This design comes from an exercise in tuning for small area, a short achievable clock period and few clock cycles per item on the open sky130 flow, not from production work.
RTL that was checked went through simulation tests only; none was proved equivalent to the original.
Only the layout flow was run in runs 1 to 4; the RTL was not checked for function there.
Power and IR drop assume default switching activity.

==> design/flow/design.v <==
`timescale 1ns/1ps
`default_nettype none
package wl_data_pkg;
    typedef logic [8-1:0] weight_t;
    typedef logic [4*8-1:0] weight_vec_t;
    typedef union packed {
        weight_vec_t                  by_ch;     
        weight_t [4-1:0]     by_col;    
    } rom_word_u;
    typedef logic [4*4*4*8-1:0] kernel_t;
endpackage
`default_nettype wire
`timescale 1ns/1ps
`default_nettype none
package wl_ctrl_pkg;
    typedef logic [14-1:0]   rom_addr_t;    
    typedef logic [7-1:0]  group_t;       
    typedef logic [6-1:0] out_ch_t;      
    typedef logic [$clog2(4)-1:0]            row_t;   
    typedef logic [$clog2(4*4)-1:0] pos_t;   
    typedef enum logic [1:0] {
        SEQ_IDLE,
        SEQ_RUN,
        SEQ_DONE
    } seq_state_t;
    typedef enum logic [2:0] {
        L_IDLE,
        L_SKEW,      
        L_BURST,     
        L_GAP,       
        L_DONE
    } lane_state_t;
endpackage
`default_nettype wire
`timescale 1ns/1ps
`default_nettype none
module weight_loader (
    input  logic                     clk,
    input  logic                     reset,
    input  logic                     start,
    input  logic                     stall,          
    input  logic                     single_ch,      
    input  logic [6:0]               ch_groups,
    input  logic [5:0]               out_ch,
    input  logic [13:0]              base_addr,
    input  logic [31:0]              rom_data_0,
    input  logic [31:0]              rom_data_1,
    input  logic [31:0]              rom_data_2,
    input  logic [31:0]              rom_data_3,
    output logic                     rom_rd_en,
    output logic [13:0]              rom_addr,
    output logic [127:0]             col_weights,    
    output logic                     idle,
    output logic                     done
);
    logic        run_q;          
    logic        done_q;         
    logic [2:0]  ph_q;           
    logic [1:0]  row_q;          
    logic [6:0]  grp_q;          
    logic        rd_q;           
    logic        rdv_q;          
    logic [13:0] addr_q;         
    logic [3:0]  v_q;            
    logic [3:0]  vh_q;           
    logic        step;
    logic        go;
    logic        pre;
    logic        last;
    logic        ph6;
    logic        row3;
    logic        fin;
    logic        v0_n;
    logic        horner;
    logic        base_st;
    logic        hbit;
    logic [13:0] add_a;
    logic [13:0] add_b;
    logic [13:0] sum;
    assign step = !stall;
    assign go   = start && !run_q;
    assign pre  = (grp_q == 7'd0);            
    assign last = (grp_q == ch_groups);
    assign ph6  = (ph_q == 3'd6);
    assign row3 = (row_q == 2'd3);
    assign fin  = ph6 && row3 && last;
    assign v0_n = run_q && (ph6 ? (row3 ? !last : !pre) : (ph_q < 3'd3 && !pre));
    assign horner  = pre && !(row3 && ph_q[2]);
    assign base_st = pre && row3 && (ph_q == 3'd4);
    always_comb begin
        case ({row_q[0], ph_q})
            4'b0_101: hbit = ch_groups[5];
            4'b0_110: hbit = ch_groups[4];
            4'b1_000: hbit = ch_groups[3];
            4'b1_001: hbit = ch_groups[2];
            4'b1_010: hbit = ch_groups[1];
            default:  hbit = ch_groups[0];
        endcase
        if (go)          hbit = ch_groups[6];
    end
    always_comb begin
        if (go)          add_a = '0;
        else if (horner) add_a = {addr_q[12:0], 1'b0};
        else             add_a = addr_q;
        if (go || horner) add_b = hbit ? {6'd0, out_ch, 2'b00} : 14'd0;
        else if (base_st) add_b = base_addr;
        else              add_b = single_ch ? 14'd4 : 14'd1;
    end
    assign sum = add_a + add_b;
    always_ff @(posedge clk) begin
        if (reset) begin
            run_q  <= 1'b0;
            done_q <= 1'b0;
            rd_q   <= 1'b0;
            v_q    <= '0;
            vh_q   <= '0;
        end else if (step) begin
            v_q  <= {v_q[2:0], v0_n};
            vh_q <= {vh_q[2:0], v0_n && !single_ch};
            if (go) begin
                run_q  <= 1'b1;
                done_q <= 1'b0;
                rd_q   <= 1'b0;
            end else if (run_q) begin
                if (fin) begin
                    run_q  <= 1'b0;
                    done_q <= 1'b1;
                end
                rd_q <= (ph_q == 3'd4) &&
                        (single_ch ? (row3 && !last) : (!row3 || !last));
            end
        end
    end
    always_ff @(posedge clk) begin
        if (step) begin
            if (go) begin
                ph_q  <= 3'd5;
                row_q <= 2'd2;
                grp_q <= '0;
            end else begin
                ph_q <= ph6 ? 3'd0 : ph_q + 3'd1;
                if (ph6) begin
                    row_q <= row_q + 2'd1;
                    if (row3) grp_q <= grp_q + 7'd1;
                end
            end
        end
    end
    assign rom_rd_en = rd_q && !stall;
    assign rom_addr  = addr_q;
    always_ff @(posedge clk) begin
        rdv_q <= rom_rd_en;
        if ((step && (go || (run_q && (horner || base_st)))) || rom_rd_en) begin
            addr_q <= sum;
        end
    end
    assign idle = !run_q;
    assign done = done_q;
    logic [31:0] r_q [4];        
    logic [31:0] c_q [1:3];      
    always_ff @(posedge clk) begin
        if (rdv_q) begin
            c_q[1] <= rom_data_1;
            c_q[2] <= rom_data_2;
            c_q[3] <= rom_data_3;
        end
    end
    always_ff @(posedge clk) begin
        if (rdv_q) begin
            r_q[0] <= rom_data_0;
        end else if (step && run_q) begin
            if (!single_ch) begin
                case (ph_q)
                    3'd0: r_q[0] <= c_q[1];
                    3'd1: r_q[0] <= c_q[2];
                    3'd2: r_q[0] <= c_q[3];
                    default: ;
                endcase
            end else if (ph_q < 3'd3) begin
                r_q[0][23:0] <= r_q[0][31:8];
            end else if (ph6 && !row3) begin
                r_q[0] <= c_q[row_q + 2'd1];
            end
        end
    end
    always_ff @(posedge clk) begin
        if (step) begin
            r_q[1] <= r_q[0];
            r_q[2] <= r_q[1];
            r_q[3] <= r_q[2];
        end
    end
    for (genvar i = 0; i < 4; i++) begin : g_col
        assign col_weights[32*i +: 8]      = r_q[i][7:0]  & {8{v_q[i]}};
        assign col_weights[32*i + 8 +: 24] = r_q[i][31:8] & {24{vh_q[i]}};
    end
endmodule
`default_nettype wire
==> design/flow/run.sh <==
#!/bin/bash
# synth_recipe.tcl (not shown) runs the flow's synth.tcl, then flattens the netlist and writes it again
# the make line also repeats each setting of config.mk as NAME=value (left out here)
make -C /OpenROAD-flow-scripts/flow DESIGN_CONFIG=/design/flow/config.mk WORK_HOME=/design/flow/orfs CLKGATE_MAP_FILE= SYNTH_SCRIPT=/design/flow/synth_recipe.tcl finish
==> design/flow/config.mk <==
export PLATFORM = sky130hd
export DESIGN_NAME = weight_loader
export DESIGN_NICKNAME = weight_loader
export VERILOG_FILES = /design/flow/design.v
export SDC_FILE = /design/flow/constraint.sdc
export NUM_CORES = 4
export LEC_CHECK = 0
export CAP_MARGIN = 20
export CORE_MARGIN = 2
export CORE_UTILIZATION = 40
export PLACE_DENSITY = 0.6
export SETUP_SLACK_MARGIN = 4.0
export SLEW_MARGIN = 20
==> design/flow/constraint.sdc <==
create_clock -name core_clock -period 8.0 [get_ports {clk}]
set_input_delay 1.6000 -clock core_clock [delete_from_list [all_inputs] [get_ports {clk}]]
set_output_delay 1.6000 -clock core_clock [all_outputs]
set_load 0.01 [all_outputs]
==> results of run 1 <==
state kept, by name (all words and copies together) (netlist names):
| signal | flops |
|---|---|
| done_q | 1 |
| v_q | 4 |
| vh_q | 4 |
| addr_q | 14 |
| ph_q | 3 |
| run_q | 1 |
| grp_q | 7 |
| r_q | 128 |
| rdv_q | 1 |
| row_q | 2 |
| rd_q | 1 |
| c_q | 96 |
cells in the mapped netlist (2+ instances only):
| cell type | number |
|---|---|
| edfxtp_1 | 250 |
| and2_1 | 134 |
| nand2_1 | 118 |
| o21ai_0 | 71 |
| a21oi_1 | 59 |
| a22oi_1 | 55 |
| clkbuf_1 | 48 |
| nor2_1 | 48 |
| ha_1 | 22 |
| a22o_1 | 20 |
| inv_1 | 18 |
| nand3_1 | 16 |
| a222oi_1 | 15 |
| xnor2_1 | 13 |
| dfxtp_1 | 12 |
| o211ai_1 | 12 |
| o21ai_1 | 12 |
| xor2_1 | 11 |
| buf_2 | 7 |
| mux2i_1 | 7 |
| nor2b_1 | 6 |
| nor3_1 | 5 |
| a21o_1 | 4 |
| a21boi_0 | 3 |
| nand4_1 | 3 |
| o21a_1 | 3 |
| and3_1 | 2 |
| buf_1 | 2 |
| nand2b_1 | 2 |
| nor4_1 | 2 |
| or2_2 | 2 |
report_power, final:
group	switching (W)	leakage, nW	internal (W)
sequential	0.0000279	2.44	0.00155
combinational	0.000166	2.94	0.000155
clock	0.000522	0.424	0.000724
total	0.000715	5.80	0.00243
what timing repair did:
item	in CTS	in global routing
buffers inserted	3	1
gates cloned	0	1
setup endpoints to repair	10	5
pin swaps	14	8
resized for setup	38	5
routing by layer:
metal | GRT usage | up-vias | share of wire
met5 | 0 | - | 0
met1 | 0.3099 | 4190 | 0.45
met4 | 0.05635 | 0 | 0.025
met2 | 0.3283 | 370 | 0.45
met3 | 0.03535 | 52 | 0.072
li1 | - | 4278 | -
cell type report:
class	instances	area, µm²
tap	390	488.0
sequential	262	7751
timing repair buffer	321	3197
fill	2551	13110
inverter	19	87.58
antenna	3	7.507
clock inverter	16	128.9
clock buffer	35	748.2
multi-input combinational	659	4118
path summary, 6_finish.rpt:
path	from	to	slack (ns)
max	ch_groups[4]	addr_q[12]	4.07
min	r_q[1][17]	r_q[2][17]	0.44
max reg2reg	grp_q[0]	addr_q[12]	4.24
min reg2reg	r_q[1][17]	r_q[2][17]	0.44
cell families (layout without fill, tap and decap cells):
group           after synthesis  after routing  share of synthesized area
simple gates                342            342                     0.1430
compound gates              262            262                     0.1416
flops                       262            262                     0.6423
buf+inv                      76            391                    0.02438
xor+xnor                     24             24                    0.01743
fa+ha+maj                    23             23                    0.02448
mux                           8              8                   0.006743
other cells                   0              3                          0
metrics by stage:
step                utilization  instances  setup WS [ns]  power (W)
global route             0.5576       1705          3.979   0.003253
floorplan                     -        997          3.906   0.001752
global placement         0.5233       1646          3.024   0.001916
CTS                      0.5555       1700          4.004   0.003168
finish                   0.5576       1705          4.069   0.003145
detailed placement       0.5233       1646          2.911   0.001919
==> impl_results.md, run 1 <==
- Final hold vios: 0
- Period Utilization, post-route: 0.4914
- Status: finished clean
- Die H: ~180 µm
- Clock root cell: clkbuf_16
- First-pass GRT wire length: between 50000 and 60000 µm
- Clk latency of the worst-skew pair: 0.55 ns
- Drt pass-1 iters: 7
- Drt initial violations: approximately 830
- Post-route antenna net violation count: 0
- Via density: ~5.2
- Ports: 305
- Crit. End Element: register
- Synth Net Count: about 1200
- Initial Utilization: 0.4070
- H-tree depth reported by CTS: 1
- Detailed-route via count: 8890
- Drc violations: 0
- Layout cells sized above 1: 0.06555
- CP top delay family: compound AO/OA/AOI/OAI gates
- CTS tree: done
- # rows: 63
- Syn Inst Count: between 900 and 1000
- Top cells by area, synth: edfxtp_1, and2_1, nand2_1
- Design Area, Final: ~0.017 mm²
- Number of CTS-inserted buffers: 29
- Prevailing post-synth register cell: edfxtp_1
- Congestion Overflow GR: 0
- Total negative slack: 0 ns
- Relative slew slack: 0.3225
- Leakage: approximately 5.8 nW
- Post-synth EDFFs: between 200 and 300
- Cell seen most often among critical-path stages: a22o_1
- Wire per inst: 20.44 µm
- Total Routing Usage GR: 0.2123
- Fin nets: around 1500
- Final wirelength: roughly 35000 µm
- Initial antenna violation count: 3
- Worst path cell trace: dlygate4sd2_1, a22o_1, a311oi_2, o31ai_4, a22o_1, ha_4, o21a_1, o31a_1, a221oi_4, o211ai_1, a21oi_2, xnor2_1
- Crit path kind: input port to register
- Worst Path Max Fanout: 6
- Instance count on the critical path: 12
- #FFs+latches synth: between 200 and 300
- Pin count of the biggest net entering global routing: 85
- Clock Skew: 0.01277 ns
- Slowest cell on crit path: a311oi_2
- Peak supply drop: around 0.15 mV
- Hold Buf Count CTS: 0
- Largest stage delay, worst path: roughly 0.36 ns
- Min-delay worst type: register to register
- Max Fclk: approximately 250 MHz
- Fin. max-slew vios: 0
- Synth warn: 35
- Crit path DAT: 4.22 ns
- Cell Pwr Density: roughly 190 mW/mm²
- Hold path cells: 0
- Placed Area: 0.01551 mm²
- Async SR Flop Fraction: 0
- Avg Cell Area, Syn: approximately 12 µm²
- Commonest cells after routing, fill and taps aside: clkdlybuf4s50_1, edfxtp_1, and2_1
- Worst-Margin Slew: between 1 and 1.5 ns
- Buf/Inv on CP: 1
- Die area: between 0.03 and 0.04 mm²
- Core ar.: slightly below 0.03 mm²
- Sink Count: between 200 and 300
- Most common cell after layout, fill and taps aside: clkdlybuf4s50_1
- Reg clk slew, reported paths: ~0.060 ns
- RSZ-0062 raised after global routing: true
- Worst Path Required: between 8 and 9 ns
- R2R depth: 14
- Synth Cell Area: 0.01206 mm²
- Post-synth top area share: 0.6224
- Post-detail-place hpwl: 25250 µm
- Fin crit period: a little under 4 ns
- Vias in the first global route: approximately 8500
- IO Port Bufs: around 300
- Die W: roughly 180 µm
- Max Cap Violations: 0
- Cell variety after synth: 46
- Layout area overhead: 37.01%
- Endpoints failing setup: 0
- Seq/Total Area, Yosys: 0.6423
- Post-synth top area cell: edfxtp_1
- Routability cong.: around 0.86
- Min Hold Slack: between 0.4 and 0.5 ns
- CP Launch Type: input port
- Clock tree buffer depth: 3
==> run 2: changes to the inputs <==
--- a/design/flow/config.mk
+++ b/design/flow/config.mk
@@ -9,5 +9,5 @@
 export CORE_MARGIN = 2
 export CORE_UTILIZATION = 40
 export PLACE_DENSITY = 0.6
-export SETUP_SLACK_MARGIN = 4.0
+export SETUP_SLACK_MARGIN = 4.5
 export SLEW_MARGIN = 20
==> run 2 against run 1 <==
  * Total power up 0.71%
  * Non-clock buffer count up 12
  * Register-to-register slack better by 0.08 ns
  * Sequential share of layout area down 0.73 points
  * Clock-buffer cell count up 5
  * Still clean
  * Fmax up 0.72%
  * Clock power about the same
  * Cell area up 1.8%
  * Via count down 0.16%
  * Global-route usage down 0.56 points
==> impl_results.md, run 2 <==
- Status: finished clean
- Worst-Margin Slew: 1.054 ns (+0.04155 ns)
- Layout area overhead: 39.44%
- Worst r2r src: ph_q[0]
- Period Utilization, post-route: 0.4879 (-0.003513)
- Syn Inst Count: 997 (unchanged)
- Fin crit period: 3.903 ns (-0.02810 ns)
- Crit path kind: input port to register
- Max Cap Violations: 0 (unchanged)
- Commonest cells in the netlist: edfxtp_1, and2_1, nand2_1, o21ai_0, a21oi_1
- Sequential share of power: 0.497 (-0.005)
- Reg2reg setup slack: 4.32 ns (+0.08 ns)
- Min-delay src: r_q[2][20]
- Clock root cell: clkbuf_16
- Die W: 177.7 µm (unchanged)
- Min-delay worst type: register to register
- Clk latency of the worst-skew pair: 0.55 ns (about the same)
- Crit path DAT: 4.19 ns (-0.03 ns)
- Worst Path Required: 8.29 ns (about the same)
- # rows: 63 (unchanged)
- First-pass GRT wire length: 49570 µm (-2.2%)
- Die area: 0.03156 mm² (unchanged)
- Synth warn: 35 (unchanged)
- R2R depth: 15 (+1)
- Routability cong.: 0.8139 (-5.5%)
- Prevailing post-synth register cell: edfxtp_1
- Post-route antenna net violation count: 0 (unchanged)
- Fin nets: 1486 (+0.75%)
- Layout cells sized above 1: 0.09208 (+0.02653)
- Post-synth EDFFs: 250 (unchanged)
- Reg clk slew, reported paths: 0.06 ns (about the same)
- Initial antenna violation count: 6 (+3)
- Number of flip-flops under the largest register name: 128 (unchanged)
- Layer with the highest usage: met2
- Slowest cell on crit path: a311oi_2
- Register name with the most flops: r_q
- Final hold vios: 0 (unchanged)
- Comb power frac: 0.105 (+0.003)
- Avg Cell Area, Syn: 12.10 µm² (unchanged)
- Clock Skew: 0.01811 ns (+0.005335 ns)
- Via density: 5.163 (-0.97%)
- Wire per inst: 19.56 µm (-4.3%)
- Cell seen most often among critical-path stages: buf_6
- Total Routing Usage GR: 0.2068 (-0.005558)
- Peak supply drop: 0.1846 mV (+20%)
- Leakage: 5.894 nW (+1.6%)
- Initial Utilization: 0.4070 (unchanged)
- Crit. End Element: register
- Buf/Inv on CP: 2 (+1)
- CTS tree: done
- Synth Net Count: 1180 (unchanged)
- Regs by FF count: r_q x128, c_q x96, addr_q x14
- Vias in the first global route: 8471 (-0.21%)
- Design Area, Final: 0.01682 mm² (+1.8%)
- Congestion Overflow GR: 0 (unchanged)
- Die H: 177.7 µm (unchanged)
- Drt pass-1 iters: 7 (unchanged)
- Relative slew slack: 0.2973 (-0.02520)
- Cell Pwr Density: 188.3 mW/mm² (-1.0%)
- CP top delay family: compound AO/OA/AOI/OAI gates
- Synth Cell Area: 0.01206 mm² (unchanged)
- Largest stage delay, worst path: 0.32 ns (-0.04 ns)
- Hold path endpoint: r_q[3][20]
- Core ar.: 0.02964 mm² (unchanged)
- Post-detail-place hpwl: 23850 µm (-5.6%)
- Post-synth top area cell: edfxtp_1
- Post-synth top area share: 0.6224 (unchanged)
- Met1 Usage GRT: 0.2828 (-0.02713)
- Worst path cell trace: buf_6, a222oi_1, nor3_1, a311oi_2, o31ai_4, buf_6, a22o_1, ha_4, o21a_1, o31a_1, a221oi_2, o211ai_1, a21oi_1, xnor2_1
- Fin. max-slew vios: 0 (unchanged)
- Met2 Resource Use GR: 0.3359 (+0.007590)
- RSZ-0062 raised after global routing: true
- Clock power frac: 0.398 (+0.002)
- Hold path cells: 0 (unchanged)
- CP Launch Type: input port
- Total negative slack: 0 ns (unchanged)
- Switch Pwr: 0.0007147 W (about the same)
- Drt initial violations: 614 (-26%)
- Sw Ratio: 0.2256 (-0.001788)
- Sink Count: 262 (unchanged)
- Number of CTS-inserted buffers: 28 (-3.4%)
- Commonest cells after routing, fill and taps aside: clkdlybuf4s50_1, edfxtp_1, and2_1
- Pin count of the biggest net entering global routing: 96 (+13%)
- R2R Path End: addr_q[12]
- Fillcell total: 2539 (-0.47%)
- M3 GR Usage: 0.04070 (+0.005356)
- H-tree depth reported by CTS: 1 (unchanged)
- Final wirelength: 33620 µm (-3.5%)
- Async SR Flop Fraction: 0 (unchanged)
- Most common cell after layout, fill and taps aside: clkdlybuf4s50_1
- Hold Buf Count CTS: 0 (unchanged)
- Max Fclk: 256.2 MHz (+0.72%)
- Worst Path Max Fanout: 4 (-2)
- Internal power: 0.002453 W (+0.94%)
- Endpoints failing setup: 0 (unchanged)
- Drc violations: 0 (unchanged)
- Clock tree buffer depth: 3 (unchanged)
- Ports: 305 (unchanged)
- Most common cell in the synthesized netlist: edfxtp_1
- Seq/Total Area, Yosys: 0.6423 (unchanged)
- Detailed-route via count: 8876 (-0.16%)
- IO Port Bufs: 304 (unchanged)
- Placed Area: 0.01558 mm² (+0.44%)
- Top cells by area, synth: edfxtp_1, and2_1, nand2_1
- Cell variety after synth: 46 (unchanged)
- #FFs+latches synth: 262 (unchanged)
[run 2: how the worst max path moves through the flow]
| stage | startpoint | slack [ns] | to | depth (start not counted) |
|---|---|---|---|---|
| floorplan | ch_groups[1] | 3.91 | addr_q[12] | 13 |
| global placement | single_ch | 2.96 | addr_q[12] | 14 |
| detailed placement | single_ch | 2.87 | addr_q[12] | 14 |
| CTS | ch_groups[1] | 4.09 | addr_q[12] | 14 |
| global route | ch_groups[1] | 4.00 | addr_q[12] | 14 |
| finish | ch_groups[1] | 4.10 | addr_q[12] | 14 |
[run 2: timing repair]
action | in CTS | in global routing
gates resized for setup | 51 | 25
gates cloned | 1 | 0
pin swaps | 24 | 15
setup buffers | 7 | 12
endpoints found under the setup margin | 239 | 11
[run 2: logic make-up (layout without fill, tap and decap cells)]
group / after synthesis / after routing / share of synthesized area
and+or+nand+nor: 342 / 342 / 0.1430
AOI/OAI and AO/OA: 262 / 262 / 0.1416
DFF: 262 / 262 / 0.6423
buffers and inverters: 76 / 404 / 0.02438
xor gates and xnor gates: 24 / 24 / 0.01743
adders and majority gates: 23 / 23 / 0.02448
muxes: 8 / 8 / 0.006743
other: 0 / 4 / 0
[run 2: power by group through the flow]
stage	registers (W)	logic (W)	clock network [W]
3_5_place_dp	0.00161	0.000318	0
5_1_grt	0.00158	0.000361	0.00133
6_report	0.00158	0.000332	0.00126
3_3_place_gp	0.00161	0.000313	0
2_1_floorplan	0.00160	0.000160	0
4_1_cts	0.00158	0.000325	0.00129
[run 2: cell type report]
type / count / area, µm² / area share
tap: 390 / 488.0 / 0.02901
timing repair buffer: 333 / 3334 / 0.1983
clock buffer: 40 / 775.7 / 0.04612
clock inverter: 12 / 125.1 / 0.007439
sequential: 262 / 7766 / 0.4618
multi-input combinational: 659 / 4232 / 0.2516
antenna: 4 / 10.01 / 0.0005952
inverter: 19 / 87.58 / 0.005208
[run 2: metrics by stage]
stage / util / cells / setup slack, ns / total power, W / hold slack [ns]
final: 0.5675 / 1719 / 4.097 / 0.003168 / 0.4356
after global routing: 0.5674 / 1718 / 3.995 / 0.003276 / 0.4494
after CTS: 0.5613 / 1703 / 4.085 / 0.003187 / 0.4383
after global placement: 0.5252 / 1642 / 2.962 / 0.001918 / 0.4215
after detailed placement: 0.5256 / 1643 / 2.868 / 0.001923 / 0.4254
after floorplan: - / 997 / 3.906 / 0.001757 / 0.4181
[run 2: routing by layer]
layer	share of wire	vias to the layer above	wire (µm)
met5	0.00080	-	27
met4	0.025	4	828
met3	0.081	50	2729
met2	0.47	386	15900
met1	0.42	4137	14140
li1	-	4299	-
==> run 3: changes to the inputs <==
--- a/design/flow/design.v
+++ b/design/flow/design.v
@@ -72,11 +72,11 @@
     logic        fin;
     logic        v0_n;
     logic        horner;
-    logic        base_st;
-    logic        hbit;
-    logic [13:0] add_a;
+    logic        hb_n;
+    logic        hb_q;           
     logic [13:0] add_b;
     logic [13:0] sum;
+    logic [11:0] mcand;          
     assign step = !stall;
     assign go   = start && !run_q;
     assign pre  = (grp_q == 7'd0);            
@@ -85,28 +85,24 @@
     assign row3 = (row_q == 2'd3);
     assign fin  = ph6 && row3 && last;
     assign v0_n = run_q && (ph6 ? (row3 ? !last : !pre) : (ph_q < 3'd3 && !pre));
-    assign horner  = pre && !(row3 && ph_q[2]);
-    assign base_st = pre && row3 && (ph_q == 3'd4);
+    assign horner = pre && !(row3 && (ph_q == 3'd5 || ph_q == 3'd6));
+    assign mcand  = c_q[1][11:0];
     always_comb begin
         case ({row_q[0], ph_q})
-            4'b0_101: hbit = ch_groups[5];
-            4'b0_110: hbit = ch_groups[4];
-            4'b1_000: hbit = ch_groups[3];
-            4'b1_001: hbit = ch_groups[2];
-            4'b1_010: hbit = ch_groups[1];
-            default:  hbit = ch_groups[0];
+            4'b0_101: hb_n = ch_groups[1];
+            4'b0_110: hb_n = ch_groups[2];
+            4'b1_000: hb_n = ch_groups[3];
+            4'b1_001: hb_n = ch_groups[4];
+            4'b1_010: hb_n = ch_groups[5];
+            default:  hb_n = ch_groups[6];
         endcase
-        if (go)          hbit = ch_groups[6];
+        if (go)   hb_n = ch_groups[0];
     end
     always_comb begin
-        if (go)          add_a = '0;
-        else if (horner) add_a = {addr_q[12:0], 1'b0};
-        else             add_a = addr_q;
-        if (go || horner) add_b = hbit ? {6'd0, out_ch, 2'b00} : 14'd0;
-        else if (base_st) add_b = base_addr;
-        else              add_b = single_ch ? 14'd4 : 14'd1;
-    end
-    assign sum = add_a + add_b;
+        if (horner) add_b = hb_q ? {mcand, 2'b00} : 14'd0;
+        else        add_b = single_ch ? 14'd4 : 14'd1;
+    end
+    assign sum = addr_q + add_b;
     always_ff @(posedge clk) begin
         if (reset) begin
             run_q  <= 1'b0;
@@ -133,6 +129,7 @@
     end
     always_ff @(posedge clk) begin
         if (step) begin
+            hb_q <= hb_n;
             if (go) begin
                 ph_q  <= 3'd5;
                 row_q <= 2'd2;
@@ -149,8 +146,10 @@
     assign rom_rd_en = rd_q && !stall;
     assign rom_addr  = addr_q;
     always_ff @(posedge clk) begin
-        rdv_q <= rom_rd_en;
-        if ((step && (go || (run_q && (horner || base_st)))) || rom_rd_en) begin
+        rdv_q <= rom_rd_en && !reset;
+        if (step && go) begin
+            addr_q <= base_addr;
+        end else if ((step && run_q && horner) || rom_rd_en) begin
             addr_q <= sum;
         end
     end
@@ -163,6 +162,10 @@
             c_q[1] <= rom_data_1;
             c_q[2] <= rom_data_2;
             c_q[3] <= rom_data_3;
+        end else if (step && go) begin
+            c_q[1][11:0] <= 12'(out_ch);
+        end else if (step && run_q && horner) begin
+            c_q[1][11:0] <= {c_q[1][10:0], 1'b0};
         end
     end
     always_ff @(posedge clk) begin
--- a/design/flow/config.mk
+++ b/design/flow/config.mk
@@ -9,5 +9,5 @@
 export CORE_MARGIN = 2
 export CORE_UTILIZATION = 40
 export PLACE_DENSITY = 0.6
-export SETUP_SLACK_MARGIN = 4.5
+export SETUP_SLACK_MARGIN = 5
 export SLEW_MARGIN = 20
==> run 3 against run 2 <==
  * Register-to-register slack improved by 0.39 ns
  * Synthesized cell count is 2.4% higher
  * Critical path depth decreased by 10
  * Largest cell class unchanged
==> impl_results.md, run 3 <==
- R2R Path End: addr_q[11]
- Mux cell area share after synthesis: 0.009039 (+0.002296)
- Adder-cell share of the synthesized area: 0.02260 (-0.001885)
- Cell variety after synth: 45 (-2.2%)
- Syn Inst Count: 1021 (+2.4%)
- Clock power frac: 0.422 (+0.024)
- Routability cong.: 0.8787 (+8.0%)
- Switch Pwr: 0.0007692 W (+7.6%)
- H-tree depth reported by CTS: 1 (unchanged)
- Via density: 5.467 (+5.9%)
- Multi-input combinational cell area: 0.004561 mm² (+7.8%)
- Commonest cells in the netlist: edfxtp_1, and2_1, nand2_1, a22oi_1, o21ai_0
- Drc violations: 0 (unchanged)
- Vias in the first global route: 9667 (+14%)
- Synth Cell Area: 0.01218 mm² (+1.0%)
- Simple-gate share of the synthesized area: 0.1440 (+0.0009519)
- CTS tree: done
- Largest stage delay, worst path: 0.12 ns (-0.20 ns)
- Crit path kind: input port to output port
- FF/Latch Area: 0.007812 mm² (+0.60%)
- Clock Skew: 0.009376 ns (-0.008731 ns)
- Met1 Usage GRT: 0.3165 (+0.03369)
- Largest family of logic cells by synthesized area: compound AO/OA/AOI/OAI gates
- Internal power: 0.002594 W (+5.8%)
- Min-delay src: r_q[1][29]
- Ports: 305 (unchanged)
- Leakage: 6.700 nW (+14%)
- Wire per inst: 22.58 µm (+15%)
- Post-synth EDFFs: 251 (+0.40%)
- Slowest cell on crit path: nor2b_4
- Register name with the most flops: r_q
- #FFs+latches synth: 263 (+0.38%)
- Async SR Flop Fraction: 0 (unchanged)
- Worst Path Required: 6.40 ns (-1.89 ns)
- Worst-Margin Slew: 1.116 ns (+0.06163 ns)
- Most common cell in the synthesized netlist: edfxtp_1
- Final hold vios: 0 (unchanged)
- Layout cells sized above 1: 0.2436 (+0.1515)
- Status: finished clean
- Congestion Overflow GR: 0 (unchanged)
- Synth warn: 35 (unchanged)
- Core ar.: 0.02980 mm² (+0.53%)
- Hold path endpoint: r_q[2][29]
- Cell seen most often among critical-path stages: buf_6
- Top cells by area, synth: edfxtp_1, and2_1, a22oi_1
- Fin. max-slew vios: 0 (unchanged)
- Avg Cell Area, Syn: 11.93 µm² (-1.4%)
- Number of flip-flops under the largest register name: 128 (unchanged)
- Regs by FF count: r_q x128, c_q x96, addr_q x14
- Buf/Inv on CP: 3 (+1)
- First-pass GRT wire length: 57960 µm (+17%)
- Comb power frac: 0.108 (+0.003)
- IO Port Bufs: 304 (unchanged)
- Max Fclk: 274.9 MHz (+7.3%)
- Met2 Resource Use GR: 0.3986 (+0.06273)
- Crit. End Element: output port
- Relative slew slack: 0.2484 (-0.04895)
- Total negative slack: 0 ns (unchanged)
- Die W: 178.5 µm (+0.48%)
- Post-synth top area share: 0.6187 (-0.003672)
- Die H: 178.5 µm (+0.48%)
- Commonest cells after routing, fill and taps aside: edfxtp_1, clkdlybuf4s50_1, nand2_1
- Hold path cells: 0 (unchanged)
- Fin crit period: 3.638 ns (-0.2652 ns)
- Peak supply drop: 0.1596 mV (-14%)
- Worst Path Max Fanout: 3 (-1)
- Max Cap Violations: 0 (unchanged)
- Core Util, Final: 0.5893 (+0.02182)
- Clock tree buffer depth: 3 (unchanged)
- Crit path DAT: 2.04 ns (-2.15 ns)
- Endpoints failing setup: 0 (unchanged)
- Initial Utilization: 0.4088 (+0.001878)
- Clock root cell: clkbuf_16
- Final wirelength: 40580 µm (+21%)
- Sequential share of power: 0.470 (-0.027)
- Total Routing Usage GR: 0.2442 (+0.03745)
- Most common cell after layout, fill and taps aside: edfxtp_1
- Fin nets: 1563 (+5.2%)
- Seq/Total Area, Yosys: 0.6385 (-0.003868)
- Post-detail-place hpwl: 25150 µm (+5.5%)
- Sw Ratio: 0.2287 (+0.003076)
- Clk latency of the worst-skew pair: 0.56 ns (about the same)
- Post-synthesis xor/xnor area fraction: 0.01797 (+0.0005471)
- Drt pass-1 iters: 5 (-2)
- RSZ-0062 raised after global routing: true
- Initial antenna violation count: 7 (+1)
- R2R depth: 14 (-1)
- Reg2reg setup slack: 4.71 ns (+0.39 ns)
- CP top delay family: buffers and inverters
- Final Power: 0.003363 W (+6.2%)
- Post-route antenna net violation count: 0 (unchanged)
- Sink Count: 263 (+0.38%)
- Worst path cell trace: buf_6, buf_12, nor2b_4, buf_6
- Die area: 0.03187 mm² (+0.97%)
- Worst r2r src: grp_q[0]
- CP Launch Type: input port
- Prevailing post-synth register cell: edfxtp_1
- Fillcell total: 2511 (-1.1%)
- Post-synthesis compound-gate area fraction: 0.1441 (+0.002507)
- Detailed-route via count: 9825 (+11%)
- Reg clk slew, reported paths: 0.06 ns (about the same)
- Synth Net Count: 1203 (+1.9%)
- Post-synth top area cell: edfxtp_1
- Pin count of the biggest net entering global routing: 101 (+5.2%)
- Layer with the highest usage: met2
- Min-delay worst type: register to register
- Layout area overhead: 44.14%
- Number of CTS-inserted buffers: 30 (+7.1%)
- Cell Pwr Density: 191.6 mW/mm² (+1.7%)
- # rows: 63 (unchanged)
- Drt initial violations: 846 (+38%)
- M3 GR Usage: 0.05861 (+0.01791)
- Period Utilization, post-route: 0.4547 (-0.03315)
run 3: cell count changes after synthesis, moves of 9 or more:
cell,previous run,this run
a21oi_1,59,50
a22o_1,20,0
a222oi_1,15,1
o221ai_1,0,25
nand3_1,16,4
and2_1,134,143
o21ai_1,12,1
a22oi_1,55,90
nor2_1,48,62
run 3: metrics by stage:
| stage | setup slack, ns | cells | hold slack, ns | area [µm²] |
|---|---|---|---|---|
| finish | 4.362 | 1797 | 0.4363 | 17560 |
| global route | 4.330 | 1797 | 0.4456 | 17560 |
| CTS | 4.360 | 1772 | 0.4388 | 17040 |
| detailed placement | 3.286 | 1656 | 0.4257 | 15620 |
| global placement | 3.350 | 1656 | 0.4214 | 15620 |
| floorplan | 3.985 | 1021 | 0.4181 | 12340 |
run 3: how the worst max path moves through the flow:
stage,start,to,slack (ns),cells past startpoint
floorplan,stall,addr_q[6],3.99,5
global placement,single_ch,addr_q[11],3.35,10
global route,stall,rom_rd_en,4.33,4
finish,stall,rom_rd_en,4.36,4
CTS,stall,rom_rd_en,4.36,4
detailed placement,single_ch,addr_q[11],3.29,10
run 3: cells by family (layout without fill, tap and decap cells):
group,Yosys count,after routing
xor gates and xnor gates,25,25
DFF,263,263
and+or+nand+nor,353,353
adders and majority gates,22,22
buffers and inverters,76,458
AOI/OAI and AO/OA,271,272
muxes,11,11
other,0,3
run 3: power by group through the flow:
stage	clock, W	combinational, W	sequential (W)
after CTS	0.00145	0.000349	0.00158
final	0.00142	0.000362	0.00158
after global routing	0.00149	0.000390	0.00159
after floorplan	0	0.000166	0.00160
after global placement	0	0.000310	0.00161
after detailed placement	0	0.000314	0.00161
run 3: what timing repair did:
item	CTS	global route
gates resized for setup	551	77
endpoints found under the hold margin	0	0
pin swaps	36	18
buffers inserted	58	16
endpoints found under the setup margin	342	114
hold buffers	0	0
gates cloned	3	5
run 3: final cells by class:
class | instances | share of cell area
flip-flops and latches | 263 | 0.4450
multi-input cells | 683 | 0.2597
repair buffers | 391 | 0.2056
clock buffers | 38 | 0.04561
well taps | 390 | 0.02779
clock inverters | 17 | 0.01254
inverters | 11 | 0.002993
diodes | 3 | 0.0004276
repair inverters | 1 | 0.0003563
run 3: layer usage:
layer,share of wire,vias up
met5,0.0010,-
met4,0.035,6
met3,0.081,76
met2,0.48,450
met1,0.40,4778
li1,-,4515
==> run 4: changes to the inputs <==
--- a/design/flow/config.mk
+++ b/design/flow/config.mk
@@ -9,5 +9,5 @@
 export CORE_MARGIN = 2
 export CORE_UTILIZATION = 40
 export PLACE_DENSITY = 0.6
-export SETUP_SLACK_MARGIN = 5
+export SETUP_SLACK_MARGIN = 4.5
 export SLEW_MARGIN = 20
==> run 4 against run 3 <==
  * Cell area decreased by 4.3%
  * Flip-flop and latch count unchanged
  * Worst setup slack improved by 0.097 ns
  * Clock power decreased by 15%
  * Total power decreased by 6.9%
  * Sequential share of layout area increased by 1.9 points
  * Highest routed layer is now met4
  * Critical path depth decreased by 1
  * Register-to-register slack got worse by 0.05 ns
  * First-iteration DRC count decreased by 7.4%
  * Still clean
  * Non-clock buffer count decreased by 62
  * Final cell count decreased by 3.7%
  * Die area unchanged
==> impl_results.md, run 4 <==
- Async SR Flop Fraction: 0 (unchanged)
- Post-synth top area cell: edfxtp_1
- Register name with the most flops: r_q
- Multi-input combinational cell area: 0.004288 mm² (-6.0%)
- Commonest cells in the netlist: edfxtp_1, and2_1, nand2_1, a22oi_1, o21ai_0
- Drt pass-1 iters: 5 (unchanged)
- Synth Cell Area: 0.01218 mm² (unchanged)
- CP top delay family: buffers and inverters
- Vias in the first global route: 8933 (-7.6%)
- Pre-CTS WS: 2.906 ns (-0.3807 ns)
- Largest stage delay, worst path: 0.12 ns (about the same)
- Seq/Total Area, Yosys: 0.6385 (unchanged)
- Final wirelength: 36210 µm (-11%)
- Slowest cell on crit path: nor2b_4
- Relative slew slack: 0.3201 (+0.07168)
- Layout cells sized above 1: 0.07612 (-0.1675)
- Avg Cell Area, Syn: 11.93 µm² (unchanged)
- Clock tree buffer depth: 3 (unchanged)
- Routability cong.: 0.8842 (+0.63%)
- FF/Latch Area: 0.007796 mm² (-0.21%)
- Synth warn: 35 (unchanged)
- CP Launch Type: input port
- CTS tree: done
- Status: finished clean
- Regs by FF count: r_q x128, c_q x96, addr_q x14
- Total Routing Usage GR: 0.2185 (-0.02577)
- Core ar.: 0.02980 mm² (unchanged)
- Post-detail-place hpwl: 24870 µm (-1.1%)
- Reg clk slew, reported paths: 0.06 ns (about the same)
- IO Port Bufs: 304 (unchanged)
- Wire per inst: 20.93 µm (-7.3%)
- Fin crit period: 3.541 ns (-0.09666 ns)
- Ant diodes: 0 (-3)
- Max Fclk: 282.4 MHz (+2.7%)
- Total negative slack: 0 ns (unchanged)
- Pin count of the biggest net entering global routing: 96 (-5.0%)
- Crit. End Element: output port
- Commonest cells after routing, fill and taps aside: clkdlybuf4s50_1, edfxtp_1, and2_1
- Fin. max-slew vios: 0 (unchanged)
- Most common cell in the synthesized netlist: edfxtp_1
- Worst path cell trace: buf_16, nor2b_4, buf_6
- Clk latency of the worst-skew pair: 0.54 ns (-0.02 ns)
- Ports: 305 (unchanged)
- Fillcell total: 2524 (+0.52%)
- Initial Utilization: 0.4088 (unchanged)
- # rows: 63 (unchanged)
- Min-delay worst type: register to register
- H-tree depth reported by CTS: 1 (unchanged)
- Detailed-route via count: 9336 (-5.0%)
- Number of CTS-inserted buffers: 29 (-3.3%)
- Drt initial violations: 783 (-7.4%)
- Post-synth EDFFs: 251 (unchanged)
- Worst Path Required: 6.40 ns (about the same)
- Post-route antenna net violation count: 0 (unchanged)
- Die W: 178.5 µm (unchanged)
- #FFs+latches synth: 263 (unchanged)
- Cell Pwr Density: 186.4 mW/mm² (-2.7%)
- First-pass GRT wire length: 52560 µm (-9.3%)
- Congestion Overflow GR: 0 (unchanged)
- Die H: 178.5 µm (unchanged)
- Post-synth top area share: 0.6187 (unchanged)
- Leakage: 5.841 nW (-13%)
- Peak supply drop: 0.1305 mV (-18%)
- Fin nets: 1499 (-4.1%)
- RSZ-0062 raised after global routing: true
- Number of flip-flops under the largest register name: 128 (unchanged)
- Buf/Inv on CP: 2 (-1)
- Initial antenna violation count: 0 (-7)
- Syn Inst Count: 1021 (unchanged)
- Crit path DAT: 1.94 ns (-0.10 ns)
- Period Utilization, post-route: 0.4426 (-0.01208)
- Most common cell after layout, fill and taps aside: clkdlybuf4s50_1
- Clock Skew: 0.01326 ns (+0.003882 ns)
- Final hold vios: 0 (unchanged)
- PnR worst setup slack: 4.459 ns (+0.09666 ns)
- Layout area overhead: 37.94%
- Crit path kind: input port to output port
- Endpoints failing setup: 0 (unchanged)
- Worst-Margin Slew: 1.016 ns (-0.09958 ns)
- Worst Path Max Fanout: 4 (+1)
- Clock root cell: clkbuf_16
- Sink Count: 263 (unchanged)
- Prevailing post-synth register cell: edfxtp_1
- Max Cap Violations: 0 (unchanged)
- Cell variety after synth: 45 (unchanged)
- Drc violations: 0 (unchanged)
- Synth Net Count: 1203 (unchanged)
- Die area: 0.03187 mm² (unchanged)
- Top cells by area, synth: edfxtp_1, and2_1, a22oi_1
- Via density: 5.397 (-1.3%)
==> run 4: cell count changes in the layout (fill, tap and decap cells not counted), sizes merged <==
cell / previous run / this run
buf: 186 / 27
a21oi: 51 / 50
clkdlybuf4s50: 157 / 301
bufinv: 5 / 0
clkbuf: 47 / 44
and4bb: 1 / 2
clkinv: 12 / 11
diode: 3 / 0
clkdlybuf4s15: 17 / 0
dlygate4sd2: 22 / 0
inv: 11 / 10
==> run 4: path summary, 6_finish.rpt <==
path         startpoint    endpoint  slack (ns)  cells after the start
max               stall   rom_rd_en        4.46                      3
min           r_q[2][2]   r_q[3][2]        0.44                      0
max reg2reg    grp_q[0]  addr_q[11]        4.66                     12
min reg2reg   r_q[2][2]   r_q[3][2]        0.44                      0
==> run 4: cell type report <==
type | count | share of cell area
Tap cell | 390 | 0.02904
Multi-Input combinational cell | 683 | 0.2552
Timing Repair Buffer | 329 | 0.1975
Clock buffer | 43 | 0.04751
Sequential cell | 263 | 0.4640
Clock inverter | 11 | 0.003425
Inverter | 11 | 0.003425
==> run 4: kinds of logic after synthesis <==
kind of cell,after synthesis,share of synthesized area
buf+inv,76,0.02383
xor+xnor,25,0.01797
compound gates,271,0.1441
fa+ha+maj,22,0.02260
flops,263,0.6385
mux,11,0.009039
simple gates,353,0.1440
==> run 4: power by group <==
part           switching, W  total (W)  internal [W]
combinational      0.000172   0.000334      0.000162
clock              0.000526    0.00121      0.000688
sequential        0.0000282    0.00159       0.00156
==> run 4: metrics by stage <==
stage | hold slack (ns) | util | std cells | power [W] | cell area (µm²)
2_1_floorplan | 0.4181 | - | 1021 | 0.001768 | 12300
4_1_cts | 0.4405 | 0.5563 | 1714 | 0.003143 | 16570
3_3_place_gp | 0.4211 | 0.5228 | 1655 | 0.001917 | 15580
3_5_place_dp | 0.4272 | 0.5228 | 1655 | 0.001923 | 15580
5_1_grt | 0.4559 | 0.5640 | 1730 | 0.003240 | 16800
6_report | 0.4414 | 0.5640 | 1730 | 0.003133 | 16800
==> run 4: worst reg2reg max path, cell delays in order, from the launching register on <==
cell and delay (ns):
edfxtp_1 0.44, inv_1 0.09, ha_1 0.13, or4b_4 0.52
and4bb_4 0.39, and2_2 0.19, ha_4 0.21, o21a_1 0.22
o221ai_4 0.26, nand4_1 0.14, a31oi_1 0.23, xor2_1 0.17
a21oi_1 0.09
==> run 4: per-layer routing <==
layer | global-route usage | wire, µm | vias up
met1 | 0.2935 | 15170 | 4524
met2 | 0.3682 | 17560 | 376
met3 | 0.03538 | 2483 | 52
met4 | 0.05793 | 997 | 0
met5 | 0 | 0 | -
li1 | - | - | 4384
==> run 4: what timing repair did <==
item	4_1_cts	5_1_grt
setup buffers	5	14
endpoints found under the setup margin	223	34
gates resized for setup	29	18
pin swaps	0	6
hold buffers	0	0
cloned	0	1
==> run 5: changes to the inputs <==
--- a/design/flow/design.v
+++ b/design/flow/design.v
@@ -61,8 +61,8 @@
     logic        rd_q;           
     logic        rdv_q;          
     logic [13:0] addr_q;         
-    logic [3:0]  v_q;            
-    logic [3:0]  vh_q;           
+    logic [3:0]  vn_q;           
+    logic [3:0]  vhn_q;          
     logic        step;
     logic        go;
     logic        pre;
@@ -108,11 +108,11 @@
             run_q  <= 1'b0;
             done_q <= 1'b0;
             rd_q   <= 1'b0;
-            v_q    <= '0;
-            vh_q   <= '0;
+            vn_q   <= '1;
+            vhn_q  <= '1;
         end else if (step) begin
-            v_q  <= {v_q[2:0], v0_n};
-            vh_q <= {vh_q[2:0], v0_n && !single_ch};
+            vn_q  <= {vn_q[2:0], !v0_n};
+            vhn_q <= {vhn_q[2:0], !(v0_n && !single_ch)};
             if (go) begin
                 run_q  <= 1'b1;
                 done_q <= 1'b0;
@@ -155,7 +155,7 @@
     end
     assign idle = !run_q;
     assign done = done_q;
-    logic [31:0] r_q [4];        
+    logic [31:0] rn_q [4];       
     logic [31:0] c_q [1:3];      
     always_ff @(posedge clk) begin
         if (rdv_q) begin
@@ -170,32 +170,32 @@
     end
     always_ff @(posedge clk) begin
         if (rdv_q) begin
-            r_q[0] <= rom_data_0;
+            rn_q[0] <= ~rom_data_0;
         end else if (step && run_q) begin
             if (!single_ch) begin
                 case (ph_q)
-                    3'd0: r_q[0] <= c_q[1];
-                    3'd1: r_q[0] <= c_q[2];
-                    3'd2: r_q[0] <= c_q[3];
+                    3'd0: rn_q[0] <= ~c_q[1];
+                    3'd1: rn_q[0] <= ~c_q[2];
+                    3'd2: rn_q[0] <= ~c_q[3];
                     default: ;
                 endcase
             end else if (ph_q < 3'd3) begin
-                r_q[0][23:0] <= r_q[0][31:8];
+                rn_q[0][23:0] <= rn_q[0][31:8];
             end else if (ph6 && !row3) begin
-                r_q[0] <= c_q[row_q + 2'd1];
+                rn_q[0] <= ~c_q[row_q + 2'd1];
             end
         end
     end
     always_ff @(posedge clk) begin
         if (step) begin
-            r_q[1] <= r_q[0];
-            r_q[2] <= r_q[1];
-            r_q[3] <= r_q[2];
+            rn_q[1] <= rn_q[0];
+            rn_q[2] <= rn_q[1];
+            rn_q[3] <= rn_q[2];
         end
     end
     for (genvar i = 0; i < 4; i++) begin : g_col
-        assign col_weights[32*i +: 8]      = r_q[i][7:0]  & {8{v_q[i]}};
-        assign col_weights[32*i + 8 +: 24] = r_q[i][31:8] & {24{vh_q[i]}};
+        assign col_weights[32*i +: 8]      = ~(rn_q[i][7:0]  | {8{vn_q[i]}});
+        assign col_weights[32*i + 8 +: 24] = ~(rn_q[i][31:8] | {24{vhn_q[i]}});
     end
 endmodule
 `default_nettype wire
==> run 5 against run 4 <==
  * Via count down 3.1%
  * Hold slack better by 0.0027 ns
  * Worst setup slack better by 0.0034 ns
  * Sequential power about the same
  * Die area down 3.4%
  * Synthesized cell count down 2.6%
  * Clock skew down 0.0036 ns
  * Core utilization about the same
  * Combinational power up 9.9%
  * Register-to-register slack better by 0.11 ns
  * Critical endpoint unchanged
  * Highest routed layer unchanged
==> impl_results.md, run 5 <==
- Status: finished clean
- Simple-gate share of the synthesized area: 0.1107 (-0.03326)
- Number of flip-flops under the largest register name: 128 (unchanged)
- Post-route antenna net violation count: 0 (unchanged)
- Syn Inst Count: 994 (-2.6%)
- Post-detail-place hpwl: 25190 µm (+1.3%)
- Commonest cells in the netlist: edfxtp_1, nor2_1, a21oi_1, a22oi_1, nand2_1
- Most common cell after layout, fill and taps aside: clkdlybuf4s50_1
- Wire per inst: 20.92 µm (about the same)
- Die area: 0.03079 mm² (-3.4%)
- Largest stage delay, worst path: 0.15 ns (+0.03 ns)
- H-tree depth reported by CTS: 1 (unchanged)
- IO Port Bufs: 304 (unchanged)
- Clk latency of the worst-skew pair: 0.55 ns (about the same)
- #FFs+latches synth: 263 (unchanged)
- Async SR Flop Fraction: 0 (unchanged)
- Regs by FF count: rn_q x128, c_q x96, addr_q x14
- First-pass GRT wire length: 51180 µm (-2.6%)
- Post-synthesis xor/xnor area fraction: 0.01862 (+0.0006425)
- Peak supply drop: 0.1921 mV (+47%)
- Drt pass-1 iters: 6 (+1)
- Non-Filler Instances: 1692 (-2.2%)
- Cell Pwr Density: 202.8 mW/mm² (+8.8%)
- Period Utilization, post-route: 0.4422 (about the same)
- Largest family of logic cells by synthesized area: compound AO/OA/AOI/OAI gates
- Final hold vios: 0 (unchanged)
- Clock tree buffer depth: 3 (unchanged)
- Final wirelength: 35400 µm (-2.2%)
- Design Area, Final: 0.01628 mm² (-3.1%)
- Post-placement cell count: 1629 (-1.6%)
- Worst r2r src: ph_q[0]
- Worst path cell trace: buf_8, nor2_4, buf_6
- Worst Path Max Fanout: 20 (+16)
- Die W: 175.5 µm (-1.7%)
- Pre-CTS WS: 3.108 ns (+0.2028 ns)
- Initial antenna violation count: 2 (+2)
- Slowest cell on crit path: buf_8
- Clock root cell: clkbuf_16
- Post-synth top area cell: edfxtp_1
- RSZ-0062 raised after global routing: true
- Core ar.: 0.02886 mm² (-3.1%)
- Congestion Overflow GR: 0 (unchanged)
- Synth warn: 35 (unchanged)
- Max Fclk: 282.7 MHz (about the same)
- Min-delay src: rn_q[1][20]
- Post-synth EDFFs: 251 (unchanged)
- Seq/Total Area, Yosys: 0.6613 (+0.02282)
- Placed Area: 0.01515 mm² (-2.7%)
- Drc violations: 0 (unchanged)
- Min-delay worst type: register to register
- CP top delay family: buffers and inverters
- Layout area overhead: 38.45%
- Detailed-route via count: 9044 (-3.1%)
- Die H: 175.5 µm (-1.7%)
- Avg Cell Area, Syn: 11.83 µm² (-0.83%)
- Adder-cell share of the synthesized area: 0.02340 (+0.0008077)
- Min Hold Slack: 0.4441 ns (+0.002699 ns)
- Fin crit period: 3.538 ns (-0.003420 ns)
- Hold Buf Count CTS: 0 (unchanged)
- Post-synth top area share: 0.6409 (+0.02212)
- Drt initial violations: 1039 (+33%)
- Via density: 5.345 (-0.95%)
- Pin count of the biggest net entering global routing: 97 (+1.0%)
- PnR worst setup slack: 4.462 ns (+0.003420 ns)
- Fin. max-slew vios: 0 (unchanged)
- Worst Path Required: 6.40 ns (about the same)
- Crit path kind: input port to output port
- Synth Cell Area: 0.01176 mm² (-3.5%)
- Hold path cells: 0 (unchanged)
- Fillcell total: 2475 (-1.9%)
- Leakage: 5.622 nW (-3.7%)
- Vias in the first global route: 8470 (-5.2%)
- Reg clk slew, reported paths: 0.06 ns (about the same)
- Mux cell area share after synthesis: 0.006809 (-0.002230)
- Total negative slack: 0 ns (unchanged)
- CP Launch Type: input port
- Synth Net Count: 1176 (-2.2%)
- Worst-Margin Slew: 0.9807 ns (-0.03541 ns)
- Total Routing Usage GR: 0.2187 (+0.0002226)
- Sink Count: 263 (unchanged)
- R2R Path End: addr_q[11]
- Cell variety after synth: 49 (+8.9%)
- CTS tree: done
- Commonest cells after routing, fill and taps aside: clkdlybuf4s50_1, edfxtp_1, nor2_1
- Number of CTS-inserted buffers: 29 (unchanged)
- Prevailing post-synth register cell: edfxtp_1
- Max Cap Violations: 0 (unchanged)
- Register name with the most flops: rn_q
- # rows: 62 (-1.6%)
- Endpoints failing setup: 0 (unchanged)
- Initial Utilization: 0.4076 (-0.001274)
- Layout cells sized above 1: 0.07734 (+0.001216)
- Hold path endpoint: rn_q[2][20]
- Top cells by area, synth: edfxtp_1, nor2_1, a21oi_1
- Post-synthesis compound-gate area fraction: 0.1514 (+0.007279)
- Ports: 305 (unchanged)
- Fin nets: 1465 (-2.3%)
- Clock Skew: 0.009639 ns (-0.003619 ns)
- Buf/Inv on CP: 2 (unchanged)
- R2R depth: 12 (unchanged)
- Reg2reg setup slack: 4.77 ns (+0.11 ns)
- Crit. End Element: output port
- Routability cong.: 0.8914 (+0.81%)
- Crit path DAT: 1.94 ns (about the same)
- Relative slew slack: 0.3462 (+0.02618)
- Most common cell in the synthesized netlist: edfxtp_1
-- run 5: changes by cell type after synthesis, sizes merged, moves of 6 or more --
| cell | change |
|---|---|
| a211o | +11 |
| a21oi | +36 |
| a22oi | -33 |
| and2 | -128 |
| inv | +6 |
| nand2 | -69 |
| nor2 | +160 |
| o21ai | -45 |
| o22ai | +32 |
| xnor2 | +6 |
| xor2 | -6 |
-- run 5: power by group --
group	switching, W	internal [W]	total [W]
Sequential	0.0000363	0.00156	0.00160
Combinational	0.000189	0.000179	0.000367
Clock	0.000552	0.000787	0.00134
Total	0.000777	0.00253	0.00330
-- run 5: repair_timing --
action	CTS	global route
endpoints found under the hold margin	0	0
endpoints found under the setup margin	233	43
cloned	0	1
resized for setup	18	21
pin swaps	0	11
setup buffers	3	3
-- run 5: layout make-up --
cell class | instances | area (µm²) | share of cell area
clock inverters | 20 | 187.7 | 0.01153
well taps | 384 | 480.5 | 0.02951
diodes | 2 | 5.005 | 0.0003074
inverters | 18 | 75.07 | 0.004610
repair buffers | 323 | 3202 | 0.1966
multi-input cells | 648 | 3765 | 0.2312
flip-flops and latches | 263 | 7794 | 0.4786
clock buffers | 34 | 774.5 | 0.04756
-- run 5: how the worst max path moves through the flow --
stage | slack [ns] | to | from | depth (start not counted)
after floorplan | 3.75 | addr_q[13] | stall | 5
after global placement | 3.12 | rom_rd_en | stall | 3
after detailed placement | 3.11 | rom_rd_en | stall | 3
after CTS | 4.21 | rom_rd_en | stall | 3
after global routing | 4.44 | rom_rd_en | stall | 3
final | 4.46 | rom_rd_en | stall | 3
-- run 5: stage by stage --
| step | total power (W) | util |
|---|---|---|
| finish | 0.003303 | 0.5643 |
| global route | 0.003406 | 0.5643 |
| CTS | 0.003314 | 0.5601 |
| detailed placement | 0.001981 | 0.5250 |
| global placement | 0.001978 | 0.5250 |
| floorplan | 0.001794 | - |
-- run 5: kinds of logic after synthesis --
logic type | count (synthesis)
buffers and inverters | 84
muxes | 8
AOI/OAI and AO/OA | 274
DFF | 263
adders and majority gates | 22
xor gates and xnor gates | 25
and+or+nand+nor | 318
-- run 5: per-layer routing --
layer | wire length (µm) | vias to the layer above | GRT usage
li1 | - | 4291 | -
met1 | 15190 | 4250 | 0.3084
met2 | 16200 | 444 | 0.3443
met3 | 3005 | 59 | 0.04026
met4 | 997 | 0 | 0.06887
met5 | 0 | - | 0
Testbench counts of run 5, summed over its fixed seeds: cycles 14,620, groups 499.
==> run 6: changes to the inputs <==
==> design/flow/flow/run.sh (new file) <==
#!/bin/bash
# The standard layout, with the port buffers made of the smallest buffer cell
# instead of the default choice. Each tool's output goes to ORFS's own logs
# under orfs/logs/; make's output goes to standard.log.
set -euo pipefail
export BUFFER_PORTS_ARGS="-buffer_cell sky130_fd_sc_hd__buf_1"
bash standard.sh > standard.log 2>&1
==> design/flow/standard.sh (new file) <==
#!/bin/bash
# synth_recipe.tcl (not shown) runs the flow's synth.tcl, then flattens the netlist and writes it again
# the make line also repeats each setting of config.mk as NAME=value (left out here)
make -C /OpenROAD-flow-scripts/flow DESIGN_CONFIG=/design/flow/config.mk WORK_HOME=/design/flow/orfs CLKGATE_MAP_FILE= SYNTH_SCRIPT=/design/flow/synth_recipe.tcl "${@:-finish}"
--- a/design/flow/config.mk
+++ b/design/flow/config.mk
@@ -7,7 +7,7 @@
 export LEC_CHECK = 0
 export CAP_MARGIN = 20
 export CORE_MARGIN = 2
-export CORE_UTILIZATION = 40
-export PLACE_DENSITY = 0.6
+export CORE_UTILIZATION = 65
+export PLACE_DENSITY = 0.75
 export SETUP_SLACK_MARGIN = 4.5
 export SLEW_MARGIN = 20
removed: design/flow/run.sh
==> run 6 against run 5 <==
  * Still clean
  * Clock-buffer cell count shrank 2
  * Synthesized cell count is the same
  * Via count grew 3.0%
  * Final cell count shrank 9.6%
  * Fmax shrank 1.5%
  * Combinational power shrank about 20%
  * Area after synthesis is the same
  * Clock skew grew 0.0096 ns
  * Routed wire length shrank 8.7%
  * Sequential power is essentially flat
  * Worst setup slack lost 0.052 ns
  * Core utilization grew 22 points
  * Critical path type unchanged
==> impl_results.md, run 6 <==
- Post-placement cell count: 1471 (-9.7%)
- Peak supply drop: 0.1994 mV (+3.8%)
- Crit path DAT: 1.99 ns (+0.05 ns)
- Post-synth top area cell: edfxtp_1
- Non-Filler Instances: 1529 (-9.6%)
- Period Utilization, post-route: 0.4488 (+0.006553)
- Die W: 138.5 µm (-21%)
- Routability cong.: 0.9392 (+5.4%)
- Mux cell area share after synthesis: 0.006809 (unchanged)
- Wire per inst: 21.14 µm (+1.1%)
- Synth Net Count: 1176 (unchanged)
- Fin crit period: 3.590 ns (+0.05242 ns)
- Post-route antenna net violation count: 0 (unchanged)
- Status: finished clean
- First-pass GRT wire length: 48820 µm (-4.6%)
- Worst r2r src: grp_q[0]
- Initial Utilization: 0.6592 (+0.2517)
- Layout cells sized above 1: 0.06554 (-0.01180)
- Worst Path Max Fanout: 2 (-90%)
- IO Port Bufs: 304 (unchanged)
- # rows: 49 (-21%)
- Synth Cell Area: 0.01176 mm² (unchanged)
- Cell variety after synth: 49 (unchanged)
- Async SR Flop Fraction: 0 (unchanged)
- Adder-cell share of the synthesized area: 0.02340 (unchanged)
- Post-synthesis compound-gate area fraction: 0.1514 (unchanged)
- Avg Cell Area, Syn: 11.83 µm² (unchanged)
- Drt initial violations: 974 (-6.3%)
- Crit path kind: input port to output port
- Regs by FF count: rn_q x128, c_q x96, addr_q x14
- Post-synthesis xor/xnor area fraction: 0.01862 (unchanged)
- Placed Area: 0.01303 mm² (-14%)
- Fin. max-slew vios: 0 (unchanged)
- Reg clk slew, reported paths: 0.06 ns (about the same)
- Fin nets: 1459 (-0.41%)
- Commonest cells after routing, fill and taps aside: buf_1, edfxtp_1, nor2_1
- Number of flip-flops under the largest register name: 128 (unchanged)
- Die H: 138.5 µm (-21%)
- Drt pass-1 iters: 6 (unchanged)
- Cell Pwr Density: 224.6 mW/mm² (+11%)
- Simple-gate share of the synthesized area: 0.1107 (unchanged)
- Post-detail-place hpwl: 22790 µm (-9.5%)
- Pin count of the biggest net entering global routing: 87 (-10%)
- Total Routing Usage GR: 0.3266 (+0.1079)
- Vias in the first global route: 8636 (+2.0%)
- Max Cap Violations: 0 (unchanged)
- Crit. End Element: output port
- Endpoints failing setup: 0 (unchanged)
- Final hold vios: 0 (unchanged)
- Worst Path Required: 6.40 ns (about the same)
- Seq/Total Area, Yosys: 0.6613 (unchanged)
- Syn Inst Count: 994 (unchanged)
- Number of CTS-inserted buffers: 26 (-10%)
- Post-synth EDFFs: 251 (unchanged)
- CP Launch Type: input port
- Prevailing post-synth register cell: edfxtp_1
- Initial antenna violation count: 1 (-1)
- #FFs+latches synth: 263 (unchanged)
- Congestion Overflow GR: 0 (unchanged)
- Register name with the most flops: rn_q
- Core ar.: 0.01784 mm² (-38%)
- Clock tree buffer depth: 3 (unchanged)
- Min-delay src: rn_q[1][9]
- H-tree depth reported by CTS: 1 (unchanged)
- Min-delay worst type: register to register
- Most common cell after layout, fill and taps aside: buf_1
- Leakage: 4.790 nW (-15%)
- Detailed-route via count: 9314 (+3.0%)
- Layout area overhead: 19.67%
- Sink Count: 263 (unchanged)
- Core Util, Final: 0.7889 (+0.2246)
- Clock Skew: 0.01929 ns (+0.009649 ns)
- Post-synth top area share: 0.6409 (unchanged)
- Hold Buf Count CTS: 0 (unchanged)
- Worst-Margin Slew: 1.070 ns (+0.08957 ns)
- Synth warn: 35 (unchanged)
- Largest family of logic cells by synthesized area: compound AO/OA/AOI/OAI gates
- RSZ-0062 raised after global routing: true
- Relative slew slack: 0.2821 (-0.06412)
- Final wirelength: 32330 µm (-8.7%)
- Top cells by area, synth: edfxtp_1, nor2_1, a21oi_1
- Crit. Startpoint: stall
- Most common cell in the synthesized netlist: edfxtp_1
- Clk latency of the worst-skew pair: 0.54 ns (about the same)
- Commonest cells in the netlist: edfxtp_1, nor2_1, a21oi_1, a22oi_1, nand2_1
- Die area: 0.01919 mm² (-38%)
- Via density: 6.092 (+14%)
- Drc violations: 0 (unchanged)
- Total negative slack: 0 ns (unchanged)
- CTS tree: done
- Clock root cell: clkbuf_16
- Design Area, Final: 0.01407 mm² (-14%)
- Ports: 305 (unchanged)
- Max Fclk: 278.6 MHz (-1.5%)
## run 6: cell counts after synthesis
No cell type changed its count.
## run 6: power by group
part | switching [W] | internal [W] | total (W) | leakage, nW
registers | 0.0000350 | 0.00156 | 0.00159 | 2.45
clock network | 0.000519 | 0.000753 | 0.00127 | 0.413
logic | 0.000188 | 0.000106 | 0.000294 | 1.93
## run 6: final timing paths
check / endpoint / slack, ns / cells past startpoint
max: rom_rd_en / 4.41 / 4
min reg2reg: rn_q[2][9] / 0.45 / 0
min: rn_q[2][9] / 0.45 / 0
max reg2reg: addr_q[12] / 4.71 / 12
## run 6: final cells by class
type | instances | area (µm²)
clock buffers | 32 | 694.4
repair buffers | 321 | 1321
clock inverters | 16 | 214.0
multi-input cells | 647 | 3692
fillers | 1180 | 3766
inverters | 18 | 75.07
well taps | 229 | 286.5
diodes | 3 | 7.507
flip-flops and latches | 263 | 7784
## run 6: critical path, stage by stage
cell and delay, ns:
buf_8 0.10, buf_8 0.12, nor2_4 0.07, buf_6 0.10
## run 6: cells by family after synthesis
group | after synthesis
XOR/XNOR | 25
adder cells (fa/ha/maj) | 22
AND/OR/NAND/NOR | 318
flip-flops | 263
multiplexers | 8
AO/OA/AOI/OAI | 274
buffers and inverters | 84
## run 6: layer usage
metal,vias to the layer above,part of all wire,wire (µm),global-route usage
met3,58,0.11,3662,0.06200
li1,4265,-,-,-
met2,619,0.48,15540,0.5279
met1,4372,0.38,12280,0.4622
met5,-,0,0,0
met4,0,0.026,843,0.09237
## run 6: timing repair
item                       in CTS  in global routing
resized for setup              11                  4
setup endpoints to repair       8                  7
gates cloned                    1                  0
setup buffers                   3                  3
pin swaps                       1                  2
## run 6: metrics by stage
step / hold WS [ns] / worst slack, ns / power (W)
floorplan: 0.4275 / 3.749 / 0.001794
global placement: 0.4302 / 3.615 / 0.001893
detailed placement: 0.4340 / 3.549 / 0.001900
CTS: 0.4486 / 4.397 / 0.003156
global route: 0.4605 / 4.405 / 0.003251
finish: 0.4472 / 4.410 / 0.003161
==> run 7: changes to the inputs <==
--- a/design/flow/config.mk
+++ b/design/flow/config.mk
@@ -7,7 +7,9 @@
 export LEC_CHECK = 0
 export CAP_MARGIN = 20
 export CORE_MARGIN = 2
-export CORE_UTILIZATION = 65
-export PLACE_DENSITY = 0.75
+export CORE_UTILIZATION = 40
+export CTS_CLUSTER_DIAMETER = 60
+export CTS_CLUSTER_SIZE = 30
+export PLACE_DENSITY = 0.6
 export SETUP_SLACK_MARGIN = 4.5
 export SLEW_MARGIN = 20
==> run 7 against run 6 <==
  * Synthesized cell count is the same
  * Cell area increased by 1.7%
  * Register-to-register slack gained 0.05 ns
  * Worst setup slack better by 0.0065 ns
  * Core utilization shrank 29 points
  * Clock power up 4%
  * Critical path depth is the same
  * Total power rose by 1.6%
  * Routed wire length rose by 7.7%
  * Fmax up 0.18%
  * Sequential share of layout area down 0.90 points
==> impl_results.md, run 7 <==
- Number of flip-flops under the largest register name: 128 (unchanged)
- Regs by FF count: rn_q x128, c_q x96, addr_q x14
- Endpoints failing setup: 0 (unchanged)
- Most common cell in the synthesized netlist: edfxtp_1
- Post-detail-place hpwl: 24890 µm (+9.2%)
- Die H: 175.5 µm (+27%)
- Sink Count: 263 (unchanged)
- PnR worst setup slack: 4.416 ns (+0.006500 ns)
- Crit path DAT: 1.98 ns (about the same)
- Sequential share of power: 0.496 (-0.008)
- #FFs+latches synth: 263 (unchanged)
- Async SR Flop Fraction: 0 (unchanged)
- Final wirelength: 34810 µm (+7.7%)
- Vias in the first global route: 8472 (-1.9%)
- Core ar.: 0.02886 mm² (+62%)
- Total negative slack: 0 ns (unchanged)
- Fin nets: 1458 (-0.069%)
- Final hold vios: 0 (unchanged)
- Core Util, Final: 0.4960 (-0.2929)
- Clock tree buffer depth: 3 (unchanged)
- CP Launch Type: input port
- Placed Area: 0.01325 mm² (+1.7%)
- RSZ-0062 raised after global routing: true
- Status: finished clean
- Reg clk slew, reported paths: 0.09 ns (+0.03 ns)
- Initial antenna violation count: 1 (unchanged)
- Worst Path Max Fanout: 2 (unchanged)
- Clk latency of the worst-skew pair: 0.54 ns (about the same)
- Period Utilization, post-route: 0.4479 (-0.0008125)
- Drt pass-1 iters: 5 (-1)
- Post-synth top area share: 0.6409 (unchanged)
- Number of CTS-inserted buffers: 24 (-7.7%)
- First-pass GRT wire length: 50700 µm (+3.9%)
- Leakage: 4.832 nW (+0.87%)
- Layout cells sized above 1: 0.06961 (+0.004070)
- Layout area overhead: 21.69%
- Wire per inst: 20.72 µm (-2.0%)
- Cell variety after synth: 49 (unchanged)
- Post-synth EDFFs: 251 (unchanged)
- Min-delay worst type: register to register
- Peak supply drop: 0.1428 mV (-28%)
- Sw Ratio: 0.2722 (+0.03744)
- IO Port Bufs: 304 (unchanged)
- Commonest cells after routing, fill and taps aside: buf_1, edfxtp_1, nor2_1
- Fin. max-slew vios: 0 (unchanged)
- Internal power: 0.002337 W (-3.4%)
- R2R depth: 12 (unchanged)
- Design Area, Final: 0.01431 mm² (+1.7%)
- Fin crit period: 3.584 ns (-0.006500 ns)
[run 7: cell types whose count changed in the layout (fill, tap and decap cells not counted), sizes merged]
cell,previous run,this run
inv,14,26
clkinvlp,10,3
clkbuf,32,26
bufinv,4,1
[run 7: worst paths after layout]
check / startpoint / to
setup / recovery: stall / rom_rd_en
hold reg to reg: rn_q[1][5] / rn_q[2][5]
setup reg to reg: ph_q[0] / addr_q[11]
hold / removal: rn_q[1][5] / rn_q[2][5]
[run 7: logic make-up (layout without fill, tap and decap cells)]
logic type / Yosys count / in the layout / share of synthesized area
simple gates: 318 / 318 / 0.1107
compound gates: 274 / 274 / 0.1514
other cells: 0 / 3 / 0
xor+xnor: 25 / 25 / 0.01862
mux: 8 / 8 / 0.006809
buf+inv: 84 / 383 / 0.02776
fa+ha+maj: 22 / 22 / 0.02340
flops: 263 / 263 / 0.6613
[run 7: stage by stage]
step           std cells  hold WS [ns]
4_1_cts             1675        0.4450
3_3_place_gp        1629        0.4309
2_1_floorplan        994        0.4275
6_report            1680        0.4464
3_5_place_dp        1629        0.4341
5_1_grt             1678        0.4571
[run 7: cell type report]
cell class | count | share of cell area
clock inverters | 18 | 0.02116
flip-flops and latches | 263 | 0.5440
well taps | 384 | 0.03357
clock buffers | 25 | 0.04371
repair buffers | 322 | 0.09336
diodes | 3 | 0.0005245
inverters | 18 | 0.005245
multi-input cells | 647 | 0.2584
[run 7: layer usage]
layer / GRT usage / share of wire
met1: 0.3121 / 0.44
met2: 0.3483 / 0.47
met3: 0.03312 / 0.080
met4: 0.04373 / 0.012
met5: 0 / 0
[run 7: repair_timing]
action                     CTS  global route
gates cloned                 1             0
buffers inserted             2             2
resized for setup           13             7
setup endpoints to repair   30             8
pin swaps                    0             0
[run 7: power groups by stage]
stage	Combinational, W	Clock (W)	Sequential [W]
after floorplan	0.000186	0	0.00161
after global placement	0.000283	0	0.00162
after detailed placement	0.000287	0	0.00162
after CTS	0.000292	0.00134	0.00159
after global routing	0.000324	0.00140	0.00160
final	0.000297	0.00132	0.00159
[run 7: critical path, stage by stage]
cell	delay, ns
buf_8	0.10
buf_12	0.11
nor2_4	0.07
buf_6	0.10

Setup slack of run 7, layout unchanged: 4.416 ns with ideal ports, 4.379 ns with driving cells assumed (clock clkbuf_16, inputs buf_2), 4.140 ns with port delays also shifted by the 0.581 ns mid clock arrival.
